From an optimization exercise on the open Yosys and OpenROAD flow, aimed at small area, a short achievable clock period and few clock cycles per item; shortcuts taken in it are not production practice.
Function was checked by simulation only, so behaviour that the tests miss may differ from the original.
No activity file was given, so power comes from the tool's default toggle rates.

===== constraint.sdc =====
create_clock -name core_clock -period 6.5 [get_ports {clk}]
set_input_delay 1.3000 -clock core_clock [delete_from_list [all_inputs] [get_ports {clk}]]
set_output_delay 1.3000 -clock core_clock [all_outputs]
set_load 0.01 [all_outputs]

===== design.v =====
`timescale 1ns / 1ps
`default_nettype none
package irnl_pkg;
	localparam int MAX_ENTRIES_DEF = 64;
	localparam int ADDR_WIDTH_DEF  = 32;
	localparam int CMD_W    = 2;
	localparam int FIELD_W  = 32;
	localparam int ENTRY_W  = 6;
	localparam int STATUS_W = 2;
	localparam int HELD_W   = 7;
	localparam logic [1:0] CMD_CLEAR  = 2'd0;
	localparam logic [1:0] CMD_APPEND = 2'd1;
	localparam logic [1:0] CMD_MARK   = 2'd2;
	localparam logic [1:0] CMD_FIND   = 2'd3;
	localparam logic [1:0] ST_OK    = 2'd0;
	localparam logic [1:0] ST_FULL  = 2'd1;
	localparam logic [1:0] ST_RANGE = 2'd2;
	localparam int RSP_W = 1 + ENTRY_W + STATUS_W + HELD_W;
endpackage
`default_nettype wire
`timescale 1ns / 1ps
`default_nettype none
module irnl_ram #(
	parameter int AW = 32
) (
	input  wire logic [AW-1:0] x,       
	input  wire logic [AW-1:0] xn,      
	input  wire logic [AW-1:0] st,
	input  wire logic [AW-1:0] en,
	input  wire logic          find,    
	input  wire logic          act,     
	input  wire logic          below,   
	output      logic          vge,     
	output      logic          vlt      
);
	function automatic logic gt(input logic [AW-1:0] a, input logic [AW-1:0] bn);
		logic [AW-1:0] g, p;
		g = a & bn;
		p = a | bn;
		for (int w = 1; w < AW; w = w * 2) begin
			for (int i = 0; i + w < AW; i = i + 2 * w) begin
				g[i] = g[i + w] | (p[i + w] & g[i]);
				p[i] = p[i + w] & p[i];
			end
		end
		gt = g[0];
	endfunction
	logic ge, le, sel;
	assign ge  = !gt(st, xn);
	assign le  = !gt(x, ~en);
	assign sel = find ? (act && le) : below;
	assign vge = sel && ge;
	assign vlt = sel && !ge;
endmodule
module irnl_grp (
	input  wire logic [7:0]      v,
	input  wire logic [7:0][5:0] r,
	input  wire logic [7:0][7:0] p,
	input  wire logic [7:0]      pinc,   
	output      logic            vo,
	output      logic [5:0]      ro,
	output      logic [5:0]      rpo,    
	output      logic [2:0]      io
);
	logic [7:0] oh;
	always_comb begin
		for (int j = 0; j < 8; j++) begin
			oh[j] = v[j];
			for (int k = 0; k < 8; k++) begin
				if (k > j) oh[j] = oh[j] && (!v[k] || p[j][k]);
				if (k < j) oh[j] = oh[j] && (!v[k] || !p[k][j]);
			end
		end
	end
	always_comb begin
		ro = '0;
		for (int j = 0; j < 8; j++) begin
			ro = ro | (r[j] & {6{oh[j]}});
		end
	end
	assign vo  = |v;
	assign rpo = ro + 6'(|(oh & pinc));
	assign io  = {|oh[7:4], |{oh[7:6], oh[3:2]}, |{oh[7], oh[5], oh[3], oh[1]}};
endmodule
module irnl_grpc (
	input  wire logic [7:0]      v,
	input  wire logic [7:0][5:0] r,
	output      logic            vo,
	output      logic [5:0]      ro,
	output      logic [2:0]      io,
	output      logic [7:0]      oh      
);
	function automatic logic lt6(input logic [5:0] a, input logic [5:0] b);
		logic [5:0] g, p;
		g = ~a & b;
		p = ~a | b;
		for (int w = 1; w < 6; w = w * 2) begin
			for (int i = 0; i + w < 6; i = i + 2 * w) begin
				g[i] = g[i + w] | (p[i + w] & g[i]);
				p[i] = p[i + w] & p[i];
			end
		end
		lt6 = g[0];
	endfunction
	logic [7:0][7:0] lt;    
	always_comb begin
		lt = '0;
		for (int j = 0; j < 8; j++) begin
			for (int k = j + 1; k < 8; k++) begin
				lt[j][k] = lt6(r[j], r[k]);
			end
		end
	end
	always_comb begin
		for (int j = 0; j < 8; j++) begin
			oh[j] = v[j];
			for (int k = 0; k < 8; k++) begin
				if (k > j) oh[j] = oh[j] && (!v[k] || lt[j][k]);
				if (k < j) oh[j] = oh[j] && (!v[k] || !lt[k][j]);
			end
		end
	end
	always_comb begin
		ro = '0;
		for (int j = 0; j < 8; j++) begin
			ro = ro | (r[j] & {6{oh[j]}});
		end
	end
	assign vo  = |v;
	assign io  = {|oh[7:4], |{oh[7:6], oh[3:2]}, |{oh[7], oh[5], oh[3], oh[1]}};
endmodule
module irnl_pe (
	input  wire logic [63:0] v,
	output      logic        hit,
	output      logic [5:0]  idx
);
	logic [6:0] pe [127];    
	for (genvar i = 0; i < 64; i++) begin : g_leaf
		assign pe[63+i] = {v[i], 6'(i)};
	end
	for (genvar k = 0; k < 63; k++) begin : g_node
		assign pe[k] = pe[2*k+1][6] ? pe[2*k+1] : pe[2*k+2];
	end
	assign hit = pe[0][6];
	assign idx = pe[0][5:0];
endmodule
module irnl_fin (
	input  wire logic            find,
	input  wire logic            hit,
	input  wire logic [5:0]      ent,
	input  wire logic [5:0]      n,       
	input  wire logic [7:0]      gv,
	input  wire logic [7:0][5:0] gr,
	input  wire logic [7:0][5:0] grp,
	input  wire logic [7:0][2:0] gi,
	input  wire logic            plt,     
	input  wire logic [5:0]      r1,      
	output      logic            found_o,
	output      logic [5:0]      ent_o,
	output      logic [5:0]      rnew
);
	logic       cv, pwin;
	logic [2:0] cg, cl;
	logic [7:0] coh;
	logic [5:0] crank;
	irnl_grpc u_cgrp (
		.v    (gv),
		.r    (gr),
		.vo   (cv),
		.ro   (),
		.io   (cg),
		.oh   (coh)
	);
	always_comb begin
		cl    = '0;
		crank = '0;
		pwin  = plt;
		for (int g = 0; g < 8; g++) begin
			cl    = cl | (gi[g] & {3{coh[g]}});
			crank = crank | (grp[g] & {6{coh[g]}});
			pwin  = pwin && (!gv[g] || !(gr[g] < r1));
		end
	end
	always_comb begin
		found_o = 1'b0;
		ent_o   = ent;
		if (find) begin
			if (hit) begin
				found_o = 1'b1;
			end else if (cv) begin
				found_o = 1'b1;
				ent_o   = {cg, cl};
			end else begin
				ent_o   = '0;
			end
		end
	end
	assign rnew = pwin ? r1 : (cv ? crank : n);
endmodule
`default_nettype wire
`timescale 1ns / 1ps
`default_nettype none
module irnl_ctrl #(
	parameter int DEPTH = 5
) (
	input  wire logic                      clk,
	input  wire logic                      arst_n,
	input  wire logic                      req_valid,
	output      logic                      req_ready,
	output      logic                      accept,
	input  wire logic                      push,
	input  wire logic [irnl_pkg::RSP_W-1:0] push_data,
	output      logic                      rsp_valid,
	input  wire logic                      rsp_ready,
	output      logic [irnl_pkg::RSP_W-1:0] rsp_data
);
	localparam int PW = $clog2(DEPTH);
	localparam int CW = $clog2(DEPTH + 1);
	logic [CW-1:0] inflight_q;
	logic [CW-1:0] fill_q;
	logic [PW-1:0] wp_q, rp_q;
	logic [irnl_pkg::RSP_W-1:0] buf_q [DEPTH];
	logic take;
	assign req_ready = inflight_q < CW'(DEPTH);
	assign accept    = req_valid && req_ready;
	assign rsp_valid = fill_q != '0;
	assign take      = rsp_valid && rsp_ready;
	assign rsp_data  = buf_q[rp_q];
	always_ff @(posedge clk or negedge arst_n) begin
		if (!arst_n) begin
			inflight_q <= '0;
			fill_q     <= '0;
			wp_q       <= '0;
			rp_q       <= '0;
		end else begin
			inflight_q <= inflight_q + CW'(accept) - CW'(take);
			fill_q     <= fill_q + CW'(push) - CW'(take);
			if (push) begin
				wp_q <= (wp_q == PW'(DEPTH - 1)) ? '0 : wp_q + PW'(1);
			end
			if (take) begin
				rp_q <= (rp_q == PW'(DEPTH - 1)) ? '0 : rp_q + PW'(1);
			end
		end
	end
	always_ff @(posedge clk) begin
		if (push) begin
			buf_q[wp_q] <= push_data;
		end
	end
endmodule
`default_nettype wire
`timescale 1ns / 1ps
`default_nettype none
module irnl_dp #(
	parameter int N  = irnl_pkg::MAX_ENTRIES_DEF,
	parameter int AW = irnl_pkg::ADDR_WIDTH_DEF
) (
	input  wire logic                          clk,
	input  wire logic                          arst_n,
	input  wire logic                          accept,
	input  wire logic [1:0]                    cmd,
	input  wire logic [AW-1:0]                 region_start,
	input  wire logic [AW-1:0]                 region_end,
	input  wire logic [5:0]                    target_entry,
	input  wire logic [AW-1:0]                 query_address,
	output      logic                          push,
	output      logic [irnl_pkg::RSP_W-1:0]    push_data
);
	localparam int G  = 8;         
	localparam int NG = N / G;
	logic          v0_q;
	logic [1:0]    cmd0_q;
	logic [AW-1:0] x0_q, xn0_q, e0_q;
	logic [5:0]    t0_q;
	always_ff @(posedge clk or negedge arst_n) begin
		if (!arst_n) v0_q <= 1'b0;
		else         v0_q <= accept;
	end
	always_ff @(posedge clk) begin
		cmd0_q <= cmd;
		x0_q   <= (cmd == irnl_pkg::CMD_FIND) ? query_address : region_start;
		xn0_q  <= ~((cmd == irnl_pkg::CMD_FIND) ? query_address : region_start);
		e0_q   <= region_end;
		t0_q   <= target_entry;
	end
	logic [N-1:0][AW-1:0] st_q, en_q;
	logic [N-1:0][5:0]    rk_q;
	logic [N/8-1:0][7:0][7:0] pb_q;
	logic [N-1:0]         act_q;      
	logic [6:0]           count_q;
	logic [N-1:0]         below_q;    
	logic a_clear, a_append, a_mark, a_find, full, mark_ok;
	assign a_clear  = v0_q && (cmd0_q == irnl_pkg::CMD_CLEAR);
	assign a_append = v0_q && (cmd0_q == irnl_pkg::CMD_APPEND);
	assign a_mark   = v0_q && (cmd0_q == irnl_pkg::CMD_MARK);
	assign a_find   = v0_q && (cmd0_q == irnl_pkg::CMD_FIND);
	assign full     = below_q[N-1];
	assign mark_ok  = {1'b0, t0_q} < count_q;
	logic          cfind;
	logic [N-1:0]  vge_a, vlt_a;
	assign cfind = cmd0_q == irnl_pkg::CMD_FIND;
	for (genvar i = 0; i < N; i++) begin : g_ent
		irnl_ram #(.AW(AW)) u_cmp (
			.x     (x0_q),
			.xn    (xn0_q),
			.st    (st_q[i]),
			.en    (en_q[i]),
			.find  (cfind),
			.act   (act_q[i]),
			.below (below_q[i]),
			.vge   (vge_a[i]),
			.vlt   (vlt_a[i])
		);
	end
	always_ff @(posedge clk or negedge arst_n) begin
		if (!arst_n) begin
			count_q <= '0;
			below_q <= '0;
			act_q   <= '0;
		end else begin
			if (a_clear) begin
				count_q <= '0;
				below_q <= '0;
				act_q   <= '0;
			end
			if (a_append && !full) begin
				count_q <= count_q + 7'd1;
				below_q <= {below_q[N-2:0], 1'b1};
			end
			if (a_mark && mark_ok) begin
				act_q[t0_q] <= 1'b1;
			end
		end
	end
	always_ff @(posedge clk) begin
		for (int i = 0; i < N; i++) begin
			if (a_append && ((i == 0) || below_q[(i > 0) ? i - 1 : 0]) && !below_q[i]) begin
				st_q[i] <= x0_q;
				en_q[i] <= e0_q;
			end
		end
	end
	logic          v1_q, find1_q, app1_q;
	logic [5:0]    n1_q;
	logic [5:0]    ent1_q;
	logic [1:0]    sts1_q;
	logic [6:0]    held1_q;
	logic [N-1:0]  vge_q, vlt_q;
	always_ff @(posedge clk or negedge arst_n) begin
		if (!arst_n) v1_q <= 1'b0;
		else         v1_q <= v0_q;
	end
	always_ff @(posedge clk) begin
		find1_q <= a_find;
		app1_q  <= a_append && !full;
		n1_q    <= count_q[5:0];
		vge_q   <= vge_a;
		vlt_q   <= vlt_a;
		ent1_q  <= '0;
		sts1_q  <= irnl_pkg::ST_OK;
		held1_q <= count_q;
		unique case (cmd0_q)
			irnl_pkg::CMD_CLEAR: held1_q <= '0;
			irnl_pkg::CMD_APPEND: begin
				if (full) begin
					sts1_q <= irnl_pkg::ST_FULL;
				end else begin
					ent1_q  <= count_q[5:0];
					held1_q <= count_q + 7'd1;
				end
			end
			irnl_pkg::CMD_MARK: begin
				ent1_q <= t0_q;
				if (!mark_ok) sts1_q <= irnl_pkg::ST_RANGE;
			end
			default: ;
		endcase
	end
	logic       hit_b;
	logic [5:0] hidx_b;
	irnl_pe u_pe (
		.v   (vge_q),
		.hit (hit_b),
		.idx (hidx_b)
	);
	logic [NG-1:0]      gv_b;
	logic [NG-1:0][5:0] gr_b;
	logic [NG-1:0][2:0] gi_b;
	logic [NG-1:0][5:0] grp_b;
	logic         pend_c;
	logic [N-1:0] pmask_b, vlt_b, pinc_b;
	logic         plt_b;
	assign pend_c = v2_q && app2_q;
	for (genvar i = 0; i < N; i++) begin : g_pend
		assign pmask_b[i] = pend_c && (n2_q == 6'(i));
	end
	assign vlt_b  = vlt_q & ~pmask_b;
	assign plt_b  = |(vlt_q & pmask_b);
	assign pinc_b = pend_c ? vlt2_q : '0;
	for (genvar g = 0; g < NG; g++) begin : g_grp
		irnl_grp u_grp (
			.v    (vlt_b[g*G +: G]),
			.r    (rk_q[g*G +: G]),
			.p    (pb_q[g]),
			.pinc (pinc_b[g*G +: G]),
			.vo   (gv_b[g]),
			.ro   (gr_b[g]),
			.rpo  (grp_b[g]),
			.io   (gi_b[g])
		);
	end
	always_ff @(posedge clk) begin
		if (v1_q && app1_q) begin
			for (int g = 0; g < NG; g++) begin
				for (int k = 1; k < G; k++) begin
					if (n1_q == 6'(g*G + k)) begin
						for (int j = 0; j < k; j++) begin
							pb_q[g][j][k] <= vge_q[g*G + j];
						end
					end
				end
			end
		end
	end
	logic               v2_q, find2_q, hit2_q, app2_q;
	logic [5:0]         n2_q;
	logic [N-1:0]       vlt2_q;
	logic [5:0]         ent2_q;
	logic [1:0]         sts2_q;
	logic [6:0]         held2_q;
	logic [NG-1:0]      gv2_q;
	logic [NG-1:0][5:0] gr2_q;
	logic [NG-1:0][2:0] gi2_q;
	logic [NG-1:0][5:0] grp2_q;
	logic               plt2_q;
	logic [5:0]         r1_q;       
	always_ff @(posedge clk or negedge arst_n) begin
		if (!arst_n) v2_q <= 1'b0;
		else         v2_q <= v1_q;
	end
	always_ff @(posedge clk) begin
		find2_q <= find1_q;
		app2_q  <= app1_q;
		n2_q    <= n1_q;
		vlt2_q  <= vlt_q;
		hit2_q  <= hit_b;
		ent2_q  <= find1_q ? hidx_b : ent1_q;
		sts2_q  <= sts1_q;
		held2_q <= held1_q;
		gv2_q   <= gv_b;
		gr2_q   <= gr_b;
		gi2_q   <= gi_b;
		grp2_q  <= grp_b;
		plt2_q  <= plt_b;
	end
	logic       found_c;
	logic [5:0] ent_c;
	logic [5:0] rnew_c;
	irnl_fin u_fin (
		.find    (find2_q),
		.hit     (hit2_q),
		.ent     (ent2_q),
		.gv      (gv2_q),
		.gr      (gr2_q),
		.gi      (gi2_q),
		.n       (n2_q),
		.grp     (grp2_q),
		.plt     (plt2_q),
		.r1      (r1_q),
		.found_o (found_c),
		.ent_o   (ent_c),
		.rnew    (rnew_c)
	);
	always_ff @(posedge clk) begin
		if (v2_q && app2_q) begin
			r1_q <= rnew_c;
		end
	end
	always_ff @(posedge clk) begin
		if (v2_q && app2_q) begin
			for (int i = 0; i < N; i++) begin
				if (n2_q == 6'(i)) begin
					rk_q[i] <= rnew_c;
				end else if (vlt2_q[i]) begin
					rk_q[i] <= rk_q[i] + 6'd1;
				end
			end
		end
	end
	assign push      = v2_q;
	assign push_data = {found_c, ent_c, sts2_q, held2_q};
endmodule
`default_nettype wire
`timescale 1ns / 1ps
`default_nettype none
module included_region_next_lookup_core #(
	parameter int MAX_ENTRIES = irnl_pkg::MAX_ENTRIES_DEF,
	parameter int ADDR_WIDTH  = irnl_pkg::ADDR_WIDTH_DEF
) (
	input  wire logic                             clk,
	input  wire logic                             arst_n,
	input  wire logic                             req_valid,
	output      logic                             req_ready,
	input  wire logic [irnl_pkg::CMD_W-1:0]       req_cmd,
	input  wire logic [irnl_pkg::FIELD_W-1:0]     req_region_start,
	input  wire logic [irnl_pkg::FIELD_W-1:0]     req_region_end,
	input  wire logic [irnl_pkg::ENTRY_W-1:0]     req_target_entry,
	input  wire logic [irnl_pkg::FIELD_W-1:0]     req_query_address,
	output      logic                             rsp_valid,
	input  wire logic                             rsp_ready,
	output      logic                             rsp_found,
	output      logic [irnl_pkg::ENTRY_W-1:0]     rsp_result_entry,
	output      logic [irnl_pkg::STATUS_W-1:0]    rsp_status,
	output      logic [irnl_pkg::HELD_W-1:0]      rsp_entries_held
);
	logic                       accept, push;
	logic [irnl_pkg::RSP_W-1:0] push_data, rsp_data;
	irnl_ctrl #(.DEPTH(5)) u_ctrl (
		.clk       (clk),
		.arst_n    (arst_n),
		.req_valid (req_valid),
		.req_ready (req_ready),
		.accept    (accept),
		.push      (push),
		.push_data (push_data),
		.rsp_valid (rsp_valid),
		.rsp_ready (rsp_ready),
		.rsp_data  (rsp_data)
	);
	irnl_dp #(
		.N  (MAX_ENTRIES),
		.AW (ADDR_WIDTH)
	) u_dp (
		.clk           (clk),
		.arst_n        (arst_n),
		.accept        (accept),
		.cmd           (req_cmd),
		.region_start  (req_region_start),
		.region_end    (req_region_end),
		.target_entry  (req_target_entry),
		.query_address (req_query_address),
		.push          (push),
		.push_data     (push_data)
	);
	assign {rsp_found, rsp_result_entry, rsp_status, rsp_entries_held} = rsp_data;
endmodule
`default_nettype wire

===== config.mk =====
export PLATFORM = sky130hd
export DESIGN_NAME = included_region_next_lookup_core
export DESIGN_NICKNAME = included_region_next_lookup_core
export VERILOG_FILES = /design/flow/design.v
export SDC_FILE = /design/flow/constraint.sdc
export NUM_CORES = 4
export LEC_CHECK = 0
export CAP_MARGIN = 20
export CORE_MARGIN = 2
export CORE_UTILIZATION = 40
export PLACE_DENSITY = 0.55
export SETUP_SLACK_MARGIN = 3.0
export SLEW_MARGIN = 20
export SYNTH_HIERARCHICAL = 1
export SYNTH_MEMORY_MAX_BITS = 8192

===== run.sh =====
#!/bin/bash
# synth_recipe.tcl (not shown) runs the flow's synth.tcl, then flattens the netlist and writes it again
# the make line also repeats each setting of config.mk as NAME=value (left out here)
make -C /OpenROAD-flow-scripts/flow DESIGN_CONFIG=/design/flow/config.mk WORK_HOME=/design/flow/orfs CLKGATE_MAP_FILE= SYNTH_SCRIPT=/design/flow/synth_recipe.tcl finish

==> flow_summary.json, run 1 <==
{
  "cts_buffers": 613,
  "grt_max_degree": 126,
  "synth.cell_area_mm2": 0.254,
  "fp.dieArea_mm2": 0.642,
  "crit_arrival_ns": 2.63,
  "cts_tree": "done",
  "post-route-util": 0.483,
  "grt_pass1_vias": 185000,
  "startpoint_type": "register",
  "nFillCells": 55400,
  "die_h_um": 801,
  "setup_viol": 0,
  "drc": 0,
  "place_area_mm2": 0.271,
  "final_nets": 22800,
  "p_leak_nw": 105,
  "cp_data_required_time_ns": 5.20,
  "status": "finished clean",
  "ir_drop_mv": 0.317,
  "die_w_um": 801,
  "grt_overflow": 0,
  "dp_hpwl_mm": 646,
  "io_pins": 126,
  "yosysWarnings": 590,
  "clkLatencyLatePin_ns": 1.13,
  "grt.total_usage": 0.313,
  "worst-setup-path-type": "reg2out",
  "initial_core_util": 0.402,
  "area_growth_syn_to_layout_pct": 20.2,
  "drv_slew": 0,
  "cp_max_fo": 7,
  "final_cell_mix": "edfxtp_1, inv_1, nor2_1, o22ai_1, buf_4",
  "min_path_type": "in2async",
  "core-area_mm2": 0.633,
  "clk_pin_slew_ns": 0.06,
  "syn_avg_cell_area_um2": 12.1,
  "drive_gt1_frac": 0.172,
  "firstDrtPassIters": 8,
  "port_buffers": 125,
  "postRouteAntennaNets": 0,
  "postSynthNetCount": 21200,
  "cts_root_buf": "clkbuf_16",
  "fmax_ghz": 0.254,
  "finalHoldViolations": 0,
  "drt_iter0_drc": 30600,
  "total_power_mw": 88.2,
  "routed_wl_mm": 1060,
  "vias": 202000,
  "fin_ws_ns": 2.57,
  "place_ws_ns": 1.26,
  "max-slew-margin-rel": 0.139,
  "rows": 292,
  "endpoint_kind": "primary output",
  "tightest_slew_ns": 1.29,
  "gp_congestion": 0.939,
  "maxCapViolCount": 0,
  "rsz0062_at_grt": "yes",
  "syn_inst": 21000,
  "clk_path_buf_depth": 4,
  "clkSinkCount": 5412,
  "skew_ns": 0.0781,
  "antenna_found_initial": 185,
  "postCtsHoldBufs": 0,
  "pwr_density_cell_mw_per_mm2": 289,
  "setup_tns_ns": 0,
  "grt_pass1_wl_mm": 1430,
  "min_period_ns": 3.93,
  "layout_commonest_cell": "edfxtp_1",
  "h-tree-depth": 6,
  "timing.final.crit_share": 0.605,
  "final_cell_area_mm2": 0.306,
  "routedWlPerCell_um": 33.5,
  "viasPerCell": 6.40
}
timing repair:
item,CTS,global route
pin swaps,339,264
endpoints found under the hold margin,0,0
gates resized for setup,1248,867
setup buffers,303,323
cloned,61,10
endpoints found under the setup margin,3247,1142
state kept, by name, summed over array words and instances, names as in the netlist, 7 cells and up:
signal and flops:
u_dp.vge_q 64, u_dp.act_q 64, u_dp.st_q 2048, u_dp.e0_q 32, u_dp.vlt2_q 64, u_dp.rk_q 384
u_dp.gi2_q 24, u_ctrl.buf_q 80, u_dp.count_q 7, u_dp.grp2_q 48, u_dp.vlt_q 64, u_dp.gr2_q 48
u_dp.pb_q 224, u_dp.xn0_q 32, u_dp.held1_q 7, u_dp.gv2_q 8, u_dp.en_q 2048, u_dp.x0_q 32
u_dp.held2_q 7, u_dp.below_q 64
power by group:
part	leakage [nW]	switching (mW)	internal [mW]
Clock	9.69	14.7	19.8
Sequential	49.5	1.22	38.4
Combinational	45.7	9.21	4.88
Total	105	25.2	63.1
layer usage:
metal  up-vias  GRT usage  part of all wire
li1      85200          -                 -
met1    101000      0.411              0.38
met2     12600      0.475              0.43
met3      2676     0.0707              0.12
met4        58      0.181             0.070
met5         -          0           0.00040
layout make-up:
| type | instances | area (um^2) | area share |
|---|---|---|---|
| diodes | 95 | 238 | 0.000777 |
| clock buffers | 843 | 17100 | 0.0559 |
| clock inverters | 291 | 2760 | 0.00904 |
| inverters | 2026 | 7670 | 0.0251 |
| multi-input cells | 13200 | 95300 | 0.312 |
| flip-flops and latches | 5412 | 158000 | 0.515 |
| well taps | 8379 | 10500 | 0.0343 |
| repair buffers | 1335 | 14700 | 0.0480 |
stage by stage:
step | hold slack (ns) | std cells
floorplan | 0.310 | 21000
global placement | 0.312 | 29600
detailed placement | 0.318 | 29600
CTS | 0.129 | 31100
global route | 0.152 | 31500
finish | 0.149 | 31600
critical path, stage by stage (launching register included):
cell and delay (ns):
dfrtp_4 0.54, buf_6 0.16, buf_16 0.14, mux2i_2 0.15, a221oi_2 0.31, buf_4 0.21
final timing paths:
kind                                       end  cells past startpoint             from  slack (ns)
setup / recovery           rsp_entries_held[0]                      5   u_ctrl.rp_q[0]        2.57
hold / removal                  u_ctrl.rp_q[2]                      1           arst_n        0.15
setup reg to reg                u_dp.rk_q[114]                     18   u_dp.gr2_q[42]        2.60
hold reg to reg                u_dp.held2_q[1]                      0  u_dp.held1_q[1]        0.33
max in group asynchronous     u_dp.below_q[13]                      2           arst_n        4.88
min in group core_clock        u_dp.held2_q[1]                      0  u_dp.held1_q[1]        0.33
Testbench counts, summed over its fixed seeds: cycles 13,454, commands 13,422.
==> run 2: changes to the inputs <==
--- a/design.v
+++ b/design.v
@@ -84,10 +84,6 @@
 endmodule
 module irnl_grpc (
-	input  wire logic [7:0]      v,
 	input  wire logic [7:0][5:0] r,
-	output      logic            vo,
-	output      logic [5:0]      ro,
-	output      logic [2:0]      io,
-	output      logic [7:0]      oh      
+	output      logic [7:0][7:0] lt
 );
 	function automatic logic lt6(input logic [5:0] a, input logic [5:0] b);
@@ -103,5 +99,4 @@
 		lt6 = g[0];
 	endfunction
-	logic [7:0][7:0] lt;    
 	always_comb begin
 		lt = '0;
@@ -112,21 +107,4 @@
 		end
 	end
-	always_comb begin
-		for (int j = 0; j < 8; j++) begin
-			oh[j] = v[j];
-			for (int k = 0; k < 8; k++) begin
-				if (k > j) oh[j] = oh[j] && (!v[k] || lt[j][k]);
-				if (k < j) oh[j] = oh[j] && (!v[k] || !lt[k][j]);
-			end
-		end
-	end
-	always_comb begin
-		ro = '0;
-		for (int j = 0; j < 8; j++) begin
-			ro = ro | (r[j] & {6{oh[j]}});
-		end
-	end
-	assign vo  = |v;
-	assign io  = {|oh[7:4], |{oh[7:6], oh[3:2]}, |{oh[7], oh[5], oh[3], oh[1]}};
 endmodule
 module irnl_pe (
@@ -152,4 +130,5 @@
 	input  wire logic [7:0]      gv,
 	input  wire logic [7:0][5:0] gr,
+	input  wire logic [7:0][7:0] glt,     
 	input  wire logic [7:0][5:0] grp,
 	input  wire logic [7:0][2:0] gi,
@@ -164,12 +143,15 @@
 	logic [7:0] coh;
 	logic [5:0] crank;
-	irnl_grpc u_cgrp (
-		.v    (gv),
-		.r    (gr),
-		.vo   (cv),
-		.ro   (),
-		.io   (cg),
-		.oh   (coh)
-	);
+	always_comb begin
+		for (int j = 0; j < 8; j++) begin
+			coh[j] = gv[j];
+			for (int k = 0; k < 8; k++) begin
+				if (k > j) coh[j] = coh[j] && (!gv[k] || glt[j][k]);
+				if (k < j) coh[j] = coh[j] && (!gv[k] || !glt[k][j]);
+			end
+		end
+	end
+	assign cv = |gv;
+	assign cg = {|coh[7:4], |{coh[7:6], coh[3:2]}, |{coh[7], coh[5], coh[3], coh[1]}};
 	always_comb begin
 		cl    = '0;
@@ -202,48 +184,67 @@
 `default_nettype none
 module irnl_ctrl #(
-	parameter int DEPTH = 5
+	parameter int DEPTH = 5           
 ) (
-	input  wire logic                      clk,
-	input  wire logic                      arst_n,
-	input  wire logic                      req_valid,
-	output      logic                      req_ready,
-	output      logic                      accept,
-	input  wire logic                      push,
+	input  wire logic                       clk,
+	input  wire logic                       arst_n,
+	input  wire logic                       req_valid,
+	output      logic                       req_ready,
+	output      logic                       accept,
+	input  wire logic                       push,
 	input  wire logic [irnl_pkg::RSP_W-1:0] push_data,
-	output      logic                      rsp_valid,
-	input  wire logic                      rsp_ready,
+	output      logic                       rsp_valid,
+	input  wire logic                       rsp_ready,
 	output      logic [irnl_pkg::RSP_W-1:0] rsp_data
 );
-	localparam int PW = $clog2(DEPTH);
+	localparam int QD = DEPTH - 1;
+	localparam int PW = $clog2(QD);
 	localparam int CW = $clog2(DEPTH + 1);
-	logic [CW-1:0] inflight_q;
-	logic [CW-1:0] fill_q;
+	localparam int FW = $clog2(QD + 1);
+	logic [CW-1:0] inflight_q, inflight_d;
+	logic          ready_q;
+	logic          out_v_q;
+	logic [irnl_pkg::RSP_W-1:0] out_q;
+	logic [FW-1:0] fill_q;
 	logic [PW-1:0] wp_q, rp_q;
-	logic [irnl_pkg::RSP_W-1:0] buf_q [DEPTH];
-	logic take;
-	assign req_ready = inflight_q < CW'(DEPTH);
-	assign accept    = req_valid && req_ready;
-	assign rsp_valid = fill_q != '0;
-	assign take      = rsp_valid && rsp_ready;
-	assign rsp_data  = buf_q[rp_q];
+	logic [irnl_pkg::RSP_W-1:0] buf_q [QD];
+	logic take, load, qempty, pop, qpush;
+	assign req_ready = ready_q;
+	assign accept    = req_valid && ready_q;
+	assign rsp_valid = out_v_q;
+	assign rsp_data  = out_q;
+	assign take      = out_v_q && rsp_ready;
+	assign load   = !out_v_q || take;
+	assign qempty = fill_q == '0;
+	assign pop    = load && !qempty;
+	assign qpush  = push && !(load && qempty);
+	assign inflight_d = inflight_q + CW'(accept) - CW'(take);
 	always_ff @(posedge clk or negedge arst_n) begin
 		if (!arst_n) begin
 			inflight_q <= '0;
+			ready_q    <= 1'b0;
+			out_v_q    <= 1'b0;
 			fill_q     <= '0;
 			wp_q       <= '0;
 			rp_q       <= '0;
 		end else begin
-			inflight_q <= inflight_q + CW'(accept) - CW'(take);
-			fill_q     <= fill_q + CW'(push) - CW'(take);
-			if (push) begin
-				wp_q <= (wp_q == PW'(DEPTH - 1)) ? '0 : wp_q + PW'(1);
+			inflight_q <= inflight_d;
+			ready_q    <= inflight_d < CW'(DEPTH);
+			if (load) begin
+				out_v_q <= !qempty || push;
+			end
+			fill_q <= fill_q + FW'(qpush) - FW'(pop);
+			if (qpush) begin
+				wp_q <= (wp_q == PW'(QD - 1)) ? '0 : wp_q + PW'(1);
 			end
-			if (take) begin
-				rp_q <= (rp_q == PW'(DEPTH - 1)) ? '0 : rp_q + PW'(1);
+			if (pop) begin
+				rp_q <= (rp_q == PW'(QD - 1)) ? '0 : rp_q + PW'(1);
 			end
 		end
 	end
 	always_ff @(posedge clk) begin
-		if (push) begin
+		if (load) begin
+			out_q <= qempty ? push_data : buf_q[rp_q];
+		end
+		if (qpush) begin
 			buf_q[wp_q] <= push_data;
 		end
@@ -288,4 +289,16 @@
 	logic [N-1:0][5:0]    rk_q;
 	logic [N/8-1:0][7:0][7:0] pb_q;
+	logic [N/8-1:0][7:0][7:0] pbm;       
+	for (genvar g = 0; g < N / 8; g++) begin : g_pbm
+		for (genvar j = 0; j < 8; j++) begin : g_j
+			for (genvar k = 0; k < 8; k++) begin : g_k
+				if (j < k) begin : g_u
+					assign pbm[g][j][k] = pb_q[g][j][k];
+				end else begin : g_z
+					assign pbm[g][j][k] = 1'b0;
+				end
+			end
+		end
+	end
 	logic [N-1:0]         act_q;      
 	logic [6:0]           count_q;
@@ -334,7 +347,21 @@
 		end
 	end
+	logic [N-1:0] at_cnt, at_next, we_q;
+	for (genvar i = 0; i < N; i++) begin : g_at
+		if (i == 0) begin : g_0
+			assign at_cnt[i] = !below_q[i];
+		end else begin : g_i
+			assign at_cnt[i] = below_q[i-1] && !below_q[i];
+		end
+	end
+	assign at_next = a_clear               ? N'(1) :
+	                 (a_append && !full)   ? {at_cnt[N-2:0], 1'b0} :
+	                                         at_cnt;
+	always_ff @(posedge clk) begin
+		we_q <= (accept && (cmd == irnl_pkg::CMD_APPEND)) ? at_next : '0;
+	end
 	always_ff @(posedge clk) begin
 		for (int i = 0; i < N; i++) begin
-			if (a_append && ((i == 0) || below_q[(i > 0) ? i - 1 : 0]) && !below_q[i]) begin
+			if (we_q[i]) begin
 				st_q[i] <= x0_q;
 				en_q[i] <= e0_q;
@@ -393,7 +420,11 @@
 	logic         plt_b;
 	assign pend_c = v2_q && app2_q;
-	for (genvar i = 0; i < N; i++) begin : g_pend
-		assign pmask_b[i] = pend_c && (n2_q == 6'(i));
+	logic [N-1:0] pm_q;
+	always_ff @(posedge clk) begin
+		for (int i = 0; i < N; i++) begin
+			pm_q[i] <= a_append && app1_q && below_q[i] && ((i == N - 1) || !below_q[(i < N - 1) ? i + 1 : i]);
+		end
 	end
+	assign pmask_b = pm_q;
 	assign vlt_b  = vlt_q & ~pmask_b;
 	assign plt_b  = |(vlt_q & pmask_b);
@@ -403,5 +434,5 @@
 			.v    (vlt_b[g*G +: G]),
 			.r    (rk_q[g*G +: G]),
-			.p    (pb_q[g]),
+			.p    (pbm[g]),
 			.pinc (pinc_b[g*G +: G]),
 			.vo   (gv_b[g]),
@@ -434,6 +465,11 @@
 	logic [NG-1:0][2:0] gi2_q;
 	logic [NG-1:0][5:0] grp2_q;
+	logic [NG-1:0][7:0] glt_b, glt2_q;
 	logic               plt2_q;
 	logic [5:0]         r1_q;       
+	irnl_grpc u_glt (
+		.r  (gr_b),
+		.lt (glt_b)
+	);
 	always_ff @(posedge clk or negedge arst_n) begin
 		if (!arst_n) v2_q <= 1'b0;
@@ -453,4 +489,5 @@
 		gi2_q   <= gi_b;
 		grp2_q  <= grp_b;
+		glt2_q  <= glt_b;
 		plt2_q  <= plt_b;
 	end
@@ -464,4 +501,5 @@
 		.gv      (gv2_q),
 		.gr      (gr2_q),
+		.glt     (glt2_q),
 		.gi      (gi2_q),
 		.n       (n2_q),
--- a/config.mk
+++ b/config.mk
@@ -7,6 +7,10 @@
 export LEC_CHECK = 0
 export CAP_MARGIN = 20
+export CELL_PAD_IN_SITES_DETAIL_PLACEMENT = 1
+export CELL_PAD_IN_SITES_GLOBAL_PLACEMENT = 1
 export CORE_MARGIN = 2
 export CORE_UTILIZATION = 40
+export CTS_CLUSTER_DIAMETER = 60
+export CTS_CLUSTER_SIZE = 20
 export PLACE_DENSITY = 0.55
 export SETUP_SLACK_MARGIN = 3.0
==> flow_summary.json, run 2 <==
{
  "grt_max_degree": 97,
  "drive_gt1_frac": 0.124,
  "port_buffers": 125,
  "gp_congestion": 0.922,
  "min_path_type": "reg2reg",
  "dr_wl_met3_mm": 104,
  "cp_max_fo": 81,
  "syn_avg_cell_area_um2": 12.2,
  "die_h_um": 805,
  "cts_root_buf": "clkbuf_16",
  "total_power_mw": 85.7,
  "endpoint_kind": "register",
  "highest_layer": "met5",
  "clk_path_buf_depth": 4,
  "yosysWarnings": 14,
  "top_regs": "u_dp.en_q (2048), u_dp.st_q (2048), u_dp.rk_q (384)",
  "startpoint_type": "register",
  "place_ws_ns": 1.50,
  "rsz0062_at_grt": "yes",
  "synth.cell_area_mm2": 0.257,
  "clk_pin_slew_ns": 0.08,
  "postSynthNetCount": 21400,
  "dp_hpwl_mm": 762,
  "core-area_mm2": 0.640,
  "fin_ws_ns": 2.72,
  "ir_drop_mv": 0.309,
  "worst_r2r_path_depth": 7,
  "cp-endpoint": "u_dp.vge_q[49]",
  "wl_met2_mm": 513,
  "worst-setup-path-type": "reg2reg",
  "vias": 202000,
  "initial_core_util": 0.401,
  "setup_viol": 0,
  "final_cell_mix": "edfxtp_1, inv_1, nor2_1, a21oi_1, o22ai_1",
  "rr_startpoint": "u_dp.xn0_q[5]",
  "final_nets": 22600,
  "finalHoldViolations": 0,
  "rows": 294,
  "maxCapViolCount": 0,
  "cp_data_required_time_ns": 7.42,
  "grt_overflow": 0,
  "critPathLaunch": "u_dp.xn0_q[5]",
  "cts_buffers": 571,
  "skew_ns": 0.0633,
  "drc": 0,
  "post-route-util": 0.466,
  "r2r_setup_slack_ns": 2.72,
  "drv_slew": 0,
  "status": "finished clean",
  "drt_iter0_drc": 27100,
  "setup_tns_ns": 0,
  "layout_commonest_cell": "edfxtp_1",
  "crit_arrival_ns": 4.69,
  "grt.total_usage": 0.349,
  "pwr_density_cell_mw_per_mm2": 287,
  "postRouteAntennaNets": 0,
  "cts_tree": "done",
  "viasPerCell": 6.38,
  "clkSinkCount": 5568,
  "grt_pass1_wl_mm": 1580,
  "routedWlPerCell_um": 37.1,
  "tightest_slew_ns": 1.23,
  "clkLatencyLatePin_ns": 1.15,
  "antenna_found_initial": 184,
  "m1WireLength_mm": 495,
  "timing.final.crit_share": 0.581,
  "fmax_ghz": 0.265,
  "final_cell_area_mm2": 0.298,
  "io_pins": 126,
  "grt_pass1_vias": 193000,
  "area_growth_syn_to_layout_pct": 16.2,
  "routed_wl_mm": 1170,
  "min_period_ns": 3.78,
  "place_area_mm2": 0.274,
  "h-tree-depth": 6,
  "die_w_um": 805,
  "max-slew-margin-rel": 0.181,
  "nFillCells": 65900,
  "firstDrtPassIters": 6,
  "r2r_end": "u_dp.vge_q[49]",
  "fp.dieArea_mm2": 0.649,
  "syn_inst": 21100,
  "p_leak_nw": 102
}
-- run 2: area by class of cell --
cell class	instances	area, um^2	share of cell area
Antenna cell	219	548	0.00184
Clock buffer	667	15600	0.0522
Clock inverter	375	4010	0.0134
Inverter	2039	7730	0.0259
Multi-Input combinational cell	13200	89600	0.300
Sequential cell	5568	161000	0.538
Tap cell	8584	10700	0.0360
Timing Repair Buffer	916	9650	0.0323
Timing Repair inverter	1	7.51	0.0000252
-- run 2: timing repair --
item | in CTS | in global routing
resized for setup | 240 | 147
hold buffers | 1 | 0
endpoints found under the hold margin | 14 | 0
endpoints found under the setup margin | 686 | 396
pin swaps | 43 | 41
gates cloned | 2 | 5
buffers inserted | 126 | 75
-- run 2: where the power goes --
part	leakage, nW	total [mW]	switching (mW)	internal, mW
registers	50.8	40.3	0.975	39.3
clock network	9.49	35.3	16.0	19.3
logic	41.8	10.2	7.38	2.82
-- run 2: metal layers --
layer / vias up / track usage
li1: 84700 / -
met1: 105000 / 0.493
met2: 9598 / 0.530
met3: 1929 / 0.0577
met4: 38 / 0.152
met5: - / 0
-- run 2: worst min path at each step --
stage | startpoint | endpoint | slack, ns | cells past startpoint
final | u_dp.held1_q[6] | u_dp.held2_q[6] | 0.33 | 0
after global routing | u_dp.held1_q[6] | u_dp.held2_q[6] | 0.34 | 0
after CTS | u_dp.held1_q[2] | u_dp.held2_q[2] | 0.33 | 0
after detailed placement | u_dp.sts1_q[0] | u_dp.sts2_q[0] | 0.32 | 0
after global placement | u_dp.sts1_q[0] | u_dp.sts2_q[0] | 0.31 | 0
after floorplan | u_dp.held1_q[0] | u_dp.held2_q[0] | 0.31 | 0
-- run 2: critical path, stage by stage (launching register included) --
cell and delay, ns:
dfxtp_4 0.45, buf_12 0.21, o31ai_1 0.41, a21oi_1 0.11
o211ai_1 0.19, a41oi_1 0.08, o311ai_1 0.83, and4bb_1 1.02
-- run 2: through the flow --
step	std cells	hold WS, ns
after global placement	30100	0.311
after detailed placement	30100	0.315
after floorplan	21100	0.310
final	31600	0.331
after CTS	31300	0.332
after global routing	31500	0.338
Testbench counts of run 2, summed over its fixed seeds: cycles 13,454, commands 13,422.
==> run 3: changes to the inputs <==
--- a/design.v
+++ b/design.v
@@ -420,11 +420,15 @@
 	logic         plt_b;
 	assign pend_c = v2_q && app2_q;
-	logic [N-1:0] pm_q;
-	always_ff @(posedge clk) begin
-		for (int i = 0; i < N; i++) begin
-			pm_q[i] <= a_append && app1_q && below_q[i] && ((i == N - 1) || !below_q[(i < N - 1) ? i + 1 : i]);
+	logic pend_cb;
+	assign pend_cb = pend_c && app1_q;
+	for (genvar i = 0; i < N; i++) begin : g_pend
+		if (i + 2 < N) begin : g_i
+			assign pmask_b[i] = pend_cb && below_q[i+1] && !below_q[i+2];
+		end else if (i + 1 < N) begin : g_62
+			assign pmask_b[i] = pend_cb && below_q[i+1];
+		end else begin : g_63
+			assign pmask_b[i] = 1'b0;
 		end
 	end
-	assign pmask_b = pm_q;
 	assign vlt_b  = vlt_q & ~pmask_b;
 	assign plt_b  = |(vlt_q & pmask_b);
--- a/config.mk
+++ b/config.mk
@@ -7,6 +7,4 @@
 export LEC_CHECK = 0
 export CAP_MARGIN = 20
-export CELL_PAD_IN_SITES_DETAIL_PLACEMENT = 1
-export CELL_PAD_IN_SITES_GLOBAL_PLACEMENT = 1
 export CORE_MARGIN = 2
 export CORE_UTILIZATION = 40
==> flow_summary.json, run 3 <==
{
  "status": "finished clean",
  "setup_tns_ns": 0,
  "max-slew-margin-rel": 0.151,
  "rows": 293,
  "io_pins": 126,
  "use_met2": 0.465,
  "startpoint_type": "register",
  "cts_buffers": 475,
  "p_leak_nw": 101,
  "timing.final.crit_share": 0.567,
  "cts_root_buf": "clkbuf_16",
  "cp_data_required_time_ns": 7.45,
  "core-area_mm2": 0.636,
  "postSynthNetCount": 21200,
  "clkLatencyLatePin_ns": 1.12,
  "r2r_end": "u_dp.glt2_q[29]",
  "tightest_slew_ns": 1.27,
  "vias": 197000,
  "yosysWarnings": 14,
  "skew_ns": 0.110,
  "cp_max_fo": 6,
  "clkSinkCount": 5504,
  "h-tree-depth": 5,
  "rr_startpoint": "u_dp.v2_q",
  "finalHoldViolations": 0,
  "critPathLaunch": "u_dp.v2_q",
  "dp_hpwl_mm": 660,
  "grt_overflow": 0,
  "total_power_mw": 81.2,
  "grt_max_degree": 114,
  "final_nets": 22600,
  "pwr_density_cell_mw_per_mm2": 273,
  "worst-setup-path-type": "reg2reg",
  "die_w_um": 803,
  "place_ws_ns": 1.31,
  "clk_pin_slew_ns": 0.08,
  "fp.dieArea_mm2": 0.645,
  "worst_r2r_path_depth": 18,
  "cp-endpoint": "u_dp.glt2_q[29]",
  "top_regs": "u_dp.en_q (2048), u_dp.st_q (2048), u_dp.rk_q (384)",
  "initial_core_util": 0.401,
  "grt_pass1_vias": 179000,
  "ir_drop_mv": 0.226,
  "syn_inst": 21000,
  "drv_slew": 0,
  "grt.total_usage": 0.300,
  "port_buffers": 125,
  "synth.cell_area_mm2": 0.255,
  "crit_arrival_ns": 4.64,
  "viasPerCell": 6.30,
  "drt_iter0_drc": 29700,
  "syn_avg_cell_area_um2": 12.2,
  "setup_viol": 0,
  "fmax_ghz": 0.271,
  "rsz0062_at_grt": "yes",
  "cts_tree": "done",
  "area_growth_syn_to_layout_pct": 16.5,
  "drive_gt1_frac": 0.142,
  "post-route-util": 0.467,
  "routedWlPerCell_um": 32.6,
  "met1_usage": 0.418,
  "endpoint_kind": "register",
  "hold_ws_ns": 0.127,
  "firstDrtPassIters": 7,
  "drc": 0,
  "final_cell_mix": "edfxtp_1, inv_1, nor2_1, a21oi_1, o22ai_1",
  "r2r_setup_slack_ns": 2.81,
  "fin_ws_ns": 2.81,
  "layout_commonest_cell": "edfxtp_1",
  "routed_wl_mm": 1020,
  "die_h_um": 803,
  "grt_busiest_layer": "met2",
  "min_path_type": "in2async",
  "grt_pass1_wl_mm": 1380,
  "antenna_found_initial": 138,
  "maxCapViolCount": 0,
  "clk_path_buf_depth": 4,
  "min_period_ns": 3.69,
  "met3_usage": 0.0528,
  "gp_congestion": 0.941,
  "postRouteAntennaNets": 0,
  "postCtsHoldBufs": 0
}
[run 3: changes by cell type in the layout (fill, tap and decap cells not counted), sizes merged, moves of 10 or more]
| cell | previous run | this run |
|---|---|---|
| buf | 786 | 1014 |
| clkbuf | 671 | 538 |
| diode | 219 | 89 |
| nor2b | 784 | 669 |
| dfxtp | 628 | 564 |
| a21boi | 13 | 73 |
| a32o | 5 | 29 |
| a22o | 184 | 161 |
| a22oi | 839 | 853 |
| nand2 | 960 | 950 |
[run 3: final cells by class]
type,count,area (um^2)
Fill cell,56600,339000
Sequential cell,5504,159000
Multi-Input combinational cell,13100,90900
Clock buffer,528,12500
Timing Repair Buffer,1150,11800
Tap cell,8407,10500
Inverter,2036,7790
Clock inverter,375,4440
Antenna cell,89,223
[run 3: how the worst min path moves through the flow]
stage / startpoint / to / slack, ns / cells past startpoint
finish: arst_n / u_ctrl.out_v_q / 0.13 / 1
global route: arst_n / u_ctrl.out_v_q / 0.13 / 1
CTS: arst_n / u_ctrl.out_v_q / 0.09 / 1
detailed placement: u_dp.held1_q[4] / u_dp.held2_q[4] / 0.31 / 0
global placement: u_dp.sts1_q[1] / u_dp.sts2_q[1] / 0.31 / 0
floorplan: u_dp.held1_q[0] / u_dp.held2_q[0] / 0.31 / 0
[run 3: timing repair]
| item | CTS | global route |
|---|---|---|
| buffers inserted | 269 | 176 |
| pin swaps | 107 | 186 |
| cloned | 13 | 15 |
| setup endpoints to repair | 607 | 239 |
| resized for setup | 417 | 456 |
[run 3: per-layer routing]
metal  routed length, um  share of wire  up-vias
met3              105000           0.10     1929
met4               52500          0.052       38
met5                 261        0.00026        -
li1                    -              -    84500
met1              413000           0.40    99700
met2              450000           0.44    10800
[run 3: critical path: stages (launching register included)]
cell and delay, ns:
dfrtp_2 0.43, and3_4 0.22, buf_6 0.15, clkbuf_16 0.18, a21boi_4 0.28, inv_4 0.09, o21ai_2 0.19, a2111oi_4 0.06
buf_4 0.16, buf_4 0.14, buf_4 0.13, a22oi_2 0.17, nand4_1 0.12, buf_6 0.16, nor2b_1 0.13, maj3_2 0.31
o21ai_2 0.15, o221ai_2 0.11, maj3_2 0.31
[run 3: where the power goes]
part | total (mW) | internal, mW | switching (mW)
Sequential | 40.0 | 38.9 | 1.10
Clock | 31.1 | 16.0 | 15.2
Combinational | 10.1 | 3.08 | 6.98
Total | 81.2 | 57.9 | 23.3
[run 3: stage by stage]
| step | area [um^2] | std cells |
|---|---|---|
| 2_1_floorplan | 255000 | 21000 |
| 3_3_place_gp | 272000 | 29800 |
| 3_5_place_dp | 272000 | 29800 |
| 4_1_cts | 293000 | 31000 |
| 5_1_grt | 297000 | 31200 |
| 6_report | 298000 | 31200 |
Testbench counts of run 3, summed over its fixed seeds: cycles 13,454, commands 13,422.

==> afterwards: timing with drivers on the ports <==
No port has a modelled driver above. Below, the same layouts with a new extraction and two added sets of constraints. Step 1: set_driving_cell puts a clkbuf_16 on clk and a buf_2 on each other input, an assumption about the parent block. Step 2, shift: input delay + t, output delay - t, t = (earliest + latest rising clock arrival at the registers) / 2. This alone moves slack from input paths to output paths. Three values: ideal, step 1, step 2; two values: the first two.
| run | t (ns) | slack for setup (ns) | worst setup path after step 2 | worst register clock-pin slew, ns | cell pins on the clock port's net |
|---|---|---|---|---|---|
| run 1 | 1.232 | 2.570 / 2.435 / 2.599 | register to register | 0.07 / 0.07 | 1 |
| run 2 | 1.264 | 2.724 / 2.724 / 2.299 | input to register | 0.09 / 0.09 | 1 |
| run 3 | 1.194 | 2.813 / 2.813 / 2.256 | input to register | 0.09 / 0.09 | 1 |
After both steps every run listed still meets setup and hold. The setup slack of run 3, which loses most, moves by 0.000 ns with the drivers and by -0.557 ns with both steps.
